This design comes from an exercise in tuning for small area on the open sky130 flow, not from production work. Function was checked by simulation only, so behaviour that the tests miss may differ from the original. Power figures rest on the tool's default switching activity, not on a simulated workload.

==> delta <==
==> flow/design.v (excerpt) <==
module decode_cycle #(
  parameter int unsigned XLEN = 32,
  parameter int unsigned NREG = 32
) (
  input  logic              clk,
  input  logic              rst,
  input  logic [XLEN-1:0]   InstrD,
  input  logic [XLEN-1:0]   PCD,
  input  logic [XLEN-1:0]   PCPlus4D,
  input  logic              RegWriteW,
  input  logic [riscv_pkg::REG_AW-1:0] RdW,
  input  logic [XLEN-1:0]   ResultW,
  input  logic              FlushE,
  output logic [riscv_pkg::REG_AW-1:0] Rs1D,
  output logic [riscv_pkg::REG_AW-1:0] Rs2D,
  output logic              RegWriteE,
  output logic              MemWriteE,
  output logic              JumpE,
  output logic              BranchE,
  output logic              ALUSrcE,
  output logic [1:0]        ResultSrcE,
  output logic [2:0]        ALUControlE,
  output logic [XLEN-1:0]   RD1E,
  output logic [XLEN-1:0]   RD2E,
  output logic [XLEN-1:0]   ImmExtE,
  output logic [XLEN-1:0]   PCE,
  output logic [XLEN-1:0]   PCPlus4E,
  output logic [riscv_pkg::REG_AW-1:0] Rs1E,
  output logic [riscv_pkg::REG_AW-1:0] Rs2E,
  output logic [riscv_pkg::REG_AW-1:0] RdE
);
  localparam logic [2:0] CLS_NONE   = 3'b000;
  localparam logic [2:0] CLS_STORE  = 3'b001;
  localparam logic [2:0] CLS_BRANCH = 3'b010;
  localparam logic [2:0] CLS_JAL    = 3'b100;
  localparam logic [2:0] CLS_LOAD   = 3'b101;
  localparam logic [2:0] CLS_RTYPE  = 3'b110;
  localparam logic [2:0] CLS_IALU   = 3'b111;
  logic [2:0] cls_d;
  logic       kill;
  logic [2:0] cls_q;
  logic [6:0] hi_q;     
  logic [2:0] f3_q;     
  assign Rs1D = InstrD[19:15];
  assign Rs2D = InstrD[24:20];
  always_comb begin
    case (InstrD[6:0])
      riscv_pkg::OP_LOAD:   cls_d = CLS_LOAD;
      riscv_pkg::OP_STORE:  cls_d = CLS_STORE;
      riscv_pkg::OP_RTYPE:  cls_d = CLS_RTYPE;
      riscv_pkg::OP_IALU:   cls_d = CLS_IALU;
      riscv_pkg::OP_BRANCH: cls_d = CLS_BRANCH;
      riscv_pkg::OP_JAL:    cls_d = CLS_JAL;
      default:              cls_d = CLS_NONE;
    endcase
  end
  assign kill = rst | FlushE;
  always_ff @(posedge clk) begin
    if (kill) begin
      cls_q    <= CLS_NONE;
      hi_q     <= '0;
      f3_q     <= '0;
      Rs1E     <= '0;
      Rs2E     <= '0;
      RdE      <= '0;
      PCE      <= '0;
  ...
==> module register_file, before the edit <==
module register_file #(
  parameter int unsigned XLEN = 32,
  parameter int unsigned NREG = 32
) (
  input  logic              clk,
  input  logic              rst,
  input  logic              we,
  input  logic [riscv_pkg::REG_AW-1:0] wa,
  input  logic [XLEN-1:0]   wd,
  input  logic [riscv_pkg::REG_AW-1:0] ra1,
  input  logic [riscv_pkg::REG_AW-1:0] ra2,
  output logic [XLEN-1:0]   rdata1,
  output logic [XLEN-1:0]   rdata2
);
  logic [XLEN*(NREG-1)-1:0] regs;     
  logic [XLEN-1:0]          wdata;
  logic [NREG-1:1]          wsel;
  logic [NREG-1:1]          rsel1;
  logic [NREG-1:1]          rsel2;
  assign wdata = wd & {XLEN{~rst}};
  for (genvar i = 1; i < int'(NREG); i++) begin : g_row
    assign wsel[i] = rst | (we && wa == riscv_pkg::REG_AW'(i));
    always_ff @(posedge clk) begin
      if (wsel[i]) regs[XLEN*(i-1) +: XLEN] <= wdata;
    end
  end
  rf_decode #(.NREG(NREG)) u_dec1 (.a(ra1), .sel(rsel1));
  rf_decode #(.NREG(NREG)) u_dec2 (.a(ra2), .sel(rsel2));
  rf_read #(.XLEN(XLEN), .NREG(NREG)) u_rd1 (.regs(regs), .sel(rsel1), .rdata(rdata1));
  rf_read #(.XLEN(XLEN), .NREG(NREG)) u_rd2 (.regs(regs), .sel(rsel2), .rdata(rdata2));
endmodule
==> module rf_decode, before the edit <==
module rf_decode #(
  parameter int unsigned NREG = 32
) (
  input  logic [riscv_pkg::REG_AW-1:0] a,
  output logic [NREG-1:1]              sel
);
  for (genvar i = 1; i < int'(NREG); i++) begin : g_sel
    assign sel[i] = (a == riscv_pkg::REG_AW'(i));
  end
endmodule
==> module rf_read, before the edit <==
module rf_read #(
  parameter int unsigned XLEN = 32,
  parameter int unsigned NREG = 32
) (
  input  logic [XLEN*(NREG-1)-1:0] regs,
  input  logic [NREG-1:1]          sel,
  output logic [XLEN-1:0]          rdata
);
  for (genvar b = 0; b < int'(XLEN); b++) begin : g_bit
    logic [NREG-1:1] col;
    for (genvar i = 1; i < int'(NREG); i++) begin : g_col
      assign col[i] = regs[XLEN*(i-1) + b];
    end
    rf_mux31 u_mux (.d(col), .s(sel), .y(rdata[b]));
  end
endmodule
==> module rf_mux31, before the edit <==
module rf_mux31 (
  input  logic [31:1] d,
  input  logic [31:1] s,
  output logic        y
);
  logic [10:0] n;     
  for (genvar g = 0; g < 10; g++) begin : g_aoi
    rf_aoi3 u_aoi (.a(d[3*g+3:3*g+1]), .b(s[3*g+3:3*g+1]), .y(n[g]));
  end
  assign n[10] = ~(d[31] & s[31]);
  assign y = ~&n;
endmodule
==> module rf_aoi3, before the edit <==
module rf_aoi3 (
  input  logic [2:0] a,
  input  logic [2:0] b,
  output logic       y
);
  assign y = ~|(a & b);
endmodule
export LEC_CHECK = 0
export CAP_MARGIN = 20
export CORE_MARGIN = 2
export CORE_UTILIZATION = 40
export CTS_BUF_LIST = sky130_fd_sc_hd__clkbuf_16
export CTS_CLUSTER_DIAMETER = 80
export CTS_CLUSTER_SIZE = 25
export SLEW_MARGIN = 20
export SYNTH_HIERARCHICAL = 1
create_clock -name core_clock -period 4.5 [get_ports {clk}]
standard.sh (not shown) runs the stock make flow with config.mk's settings and CLKGATE_MAP_FILE= SYNTH_SCRIPT=/design/flow/synth_recipe.tcl, a recipe that flattens the netlist after the stock synthesis.
==> flow/flow/run.sh <==
#!/bin/bash
# Standard ORFS layout, except that the port buffers the standard flow's flow inserts at
# global placement use the smallest plain buffer (buf_1) instead of the cell
# buffer_ports picks by default.
set -euo pipefail
bash standard.sh "BUFFER_PORTS_ARGS=-buffer_cell sky130_fd_sc_hd__buf_1" finish > make_finish.log 2>&1
==> maple (differences from delta) <==
--- a/flow/design.v
+++ b/flow/design.v
@@ -54,67 +54,28 @@
   output logic [XLEN-1:0]   rdata1,
   output logic [XLEN-1:0]   rdata2
 );
-  logic [XLEN*(NREG-1)-1:0] regs;     
-  logic [XLEN-1:0]          wdata;
-  logic [NREG-1:1]          wsel;
-  logic [NREG-1:1]          rsel1;
-  logic [NREG-1:1]          rsel2;
+  logic [XLEN-1:0] regs [1:NREG-1];
+  logic [XLEN-1:0] wdata;
+  logic [NREG-1:1] wsel;
+  logic [NREG-1:1] rsel1;
+  logic [NREG-1:1] rsel2;
   assign wdata = wd & {XLEN{~rst}};
   for (genvar i = 1; i < int'(NREG); i++) begin : g_row
-    assign wsel[i] = rst | (we && wa == riscv_pkg::REG_AW'(i));
+    assign wsel[i]  = rst | (we && wa == riscv_pkg::REG_AW'(i));
+    assign rsel1[i] = (ra1 == riscv_pkg::REG_AW'(i));
+    assign rsel2[i] = (ra2 == riscv_pkg::REG_AW'(i));
     always_ff @(posedge clk) begin
-      if (wsel[i]) regs[XLEN*(i-1) +: XLEN] <= wdata;
-    end
-  end
-  rf_decode #(.NREG(NREG)) u_dec1 (.a(ra1), .sel(rsel1));
-  rf_decode #(.NREG(NREG)) u_dec2 (.a(ra2), .sel(rsel2));
-  rf_read #(.XLEN(XLEN), .NREG(NREG)) u_rd1 (.regs(regs), .sel(rsel1), .rdata(rdata1));
-  rf_read #(.XLEN(XLEN), .NREG(NREG)) u_rd2 (.regs(regs), .sel(rsel2), .rdata(rdata2));
-endmodule
-module rf_decode #(
-  parameter int unsigned NREG = 32
-) (
-  input  logic [riscv_pkg::REG_AW-1:0] a,
-  output logic [NREG-1:1]              sel
-);
-  for (genvar i = 1; i < int'(NREG); i++) begin : g_sel
-    assign sel[i] = (a == riscv_pkg::REG_AW'(i));
-  end
-endmodule
-module rf_read #(
-  parameter int unsigned XLEN = 32,
-  parameter int unsigned NREG = 32
-) (
-  input  logic [XLEN*(NREG-1)-1:0] regs,
-  input  logic [NREG-1:1]          sel,
-  output logic [XLEN-1:0]          rdata
-);
-  for (genvar b = 0; b < int'(XLEN); b++) begin : g_bit
-    logic [NREG-1:1] col;
-    for (genvar i = 1; i < int'(NREG); i++) begin : g_col
-      assign col[i] = regs[XLEN*(i-1) + b];
-    end
-    rf_mux31 u_mux (.d(col), .s(sel), .y(rdata[b]));
-  end
-endmodule
-module rf_mux31 (
-  input  logic [31:1] d,
-  input  logic [31:1] s,
-  output logic        y
-);
-  logic [10:0] n;     
-  for (genvar g = 0; g < 10; g++) begin : g_aoi
-    rf_aoi3 u_aoi (.a(d[3*g+3:3*g+1]), .b(s[3*g+3:3*g+1]), .y(n[g]));
-  end
-  assign n[10] = ~(d[31] & s[31]);
-  assign y = ~&n;
-endmodule
-module rf_aoi3 (
-  input  logic [2:0] a,
-  input  logic [2:0] b,
-  output logic       y
-);
-  assign y = ~|(a & b);
+      if (wsel[i]) regs[i] <= wdata;
+    end
+  end
+  always_comb begin
+    rdata1 = '0;
+    rdata2 = '0;
+    for (int i = 1; i < int'(NREG); i++) begin
+      rdata1 = rdata1 | (regs[i] & {XLEN{rsel1[i]}});
+      rdata2 = rdata2 | (regs[i] & {XLEN{rsel2[i]}});
+    end
+  end
 endmodule
 module decode_cycle #(
   parameter int unsigned XLEN = 32,
==> flow/run.sh (new file) <==
#!/bin/bash
# synth_recipe.tcl (not shown) runs the flow's synth.tcl, then flattens the netlist and writes it again
# the make line also repeats each setting of config.mk as NAME=value (left out here)
make -C /OpenROAD-flow-scripts/flow DESIGN_CONFIG=/design/flow/config.mk WORK_HOME=/design/flow/orfs CLKGATE_MAP_FILE= SYNTH_SCRIPT=/design/flow/synth_recipe.tcl finish
CTS_BUF_LIST = unset   (was sky130_fd_sc_hd__clkbuf_16)
CTS_CLUSTER_DIAMETER = unset   (was 80)
CTS_CLUSTER_SIZE = unset   (was 25)
SYNTH_HIERARCHICAL = unset   (was 1)
removed: flow/flow/run.sh
removed: flow/standard.sh
==> sierra (differences from delta) <==
CORE_UTILIZATION = 60   (was 40)
CTS_CLUSTER_SIZE = 30   (was 25)
PLACE_DENSITY = 0.7   (was unset)
SETUP_SLACK_MARGIN = 0.25   (was unset)
==> fjord (differences from delta) <==
CORE_UTILIZATION = 70   (was 40)
CTS_CLUSTER_SIZE = 30   (was 25)
PLACE_DENSITY = 0.78   (was unset)
==> comparison table <==
	delta	maple	fjord	sierra
Reported combinational group power	1.35 mW	2.11 mW	1.29 mW	1.36 mW
Share of the synthesized area in the top cell type	70.9%	63.9%	70.9%	70.9%
Count of buffer and inverter cells on the critical path	1	4	2	2
Share of cell area taken by multi-input logic gates	22.2%	25.1%	22.8%	22.6%
Antenna fix cells	1	6	0	7
Power density normalized to cell area	394 mW/mm^2	417 mW/mm^2	396 mW/mm^2	394 mW/mm^2
Worst setup endpoint	RD1E[22]	RD1E[4]	RD2E[18]	RD2E[5]
Run status	complete, no violations	finished with violations	finished with violations	complete, no violations
Violated checks	-	negative setup slack	negative setup slack	-
HP Start	InstrD[31]	PCD[31]	PCPlus4D[8]	PCPlus4D[29]
Vias per Instance	7.47	7.11	8.83	8.32
Number of gates given a new drive strength after cts	4	98	0	9
Number of nets produced by synthesis	2476	3442	2476	2476
Mean instance size in the synthesized netlist	18.0 um^2	14.1 um^2	18.0 um^2	18.0 um^2
Number of vias in the routed layout	31779	38188	31541	31596
Multi-input logic cell count	1203	1923	1200	1202
Dpl cells	4137	5108	3498	3674
Portion of total power attributed to combinational logic	7.0%	8.6%	7.0%	7.2%
Critical path's slowest cell	nor2_4	clkdlybuf4s50_1	nor2_2	nor2_4
Met2 Routed Length	71200 um	94400 um	61900 um	66800 um
Fraction of layout instances using a drive strength above 1	13.9%	18.4%	10.8%	13.3%
Clock network fraction of total power	29.0%	40.5%	26.3%	27.4%
Final critical-path required period	4.46 ns	4.53 ns	4.53 ns	4.31 ns
Fraction of the mapped netlist area in compound gates	17.8%	14.7%	17.8%	17.8%

[static timing again, ports no longer ideal]
Ports are ideal in the flow. The routed layouts listed here were re-timed in OpenROAD.
Step 1 assumes that a clkbuf_16 drives the clock port and a buf_2 every other input.
Step 2, shift: input delay + t, output delay - t, t = (earliest + latest rising clock arrival at the registers) / 2. This alone moves slack from input paths to output paths.
a / b / c = no drivers / after step 1 / after step 2; a / b = the first two.
run	t, ns	setup WS [ns]	worst hold slack (ns)	worst data-port slew with drivers (ns)	pins driven straight from the clock port
delta	0.777	0.044 / -0.036 / 0.741	0.374 / 0.325 / 1.102	0.12	1
maple	0.789	-0.030 / -0.106 / 0.663	0.727 / 0.683 / 1.472	0.09	1
sierra	0.714	0.194 / 0.120 / 0.834	0.422 / 0.388 / 1.102	0.10	1
fjord	0.694	-0.032 / -0.097 / 0.597	0.438 / 0.395 / 1.089	0.05	1
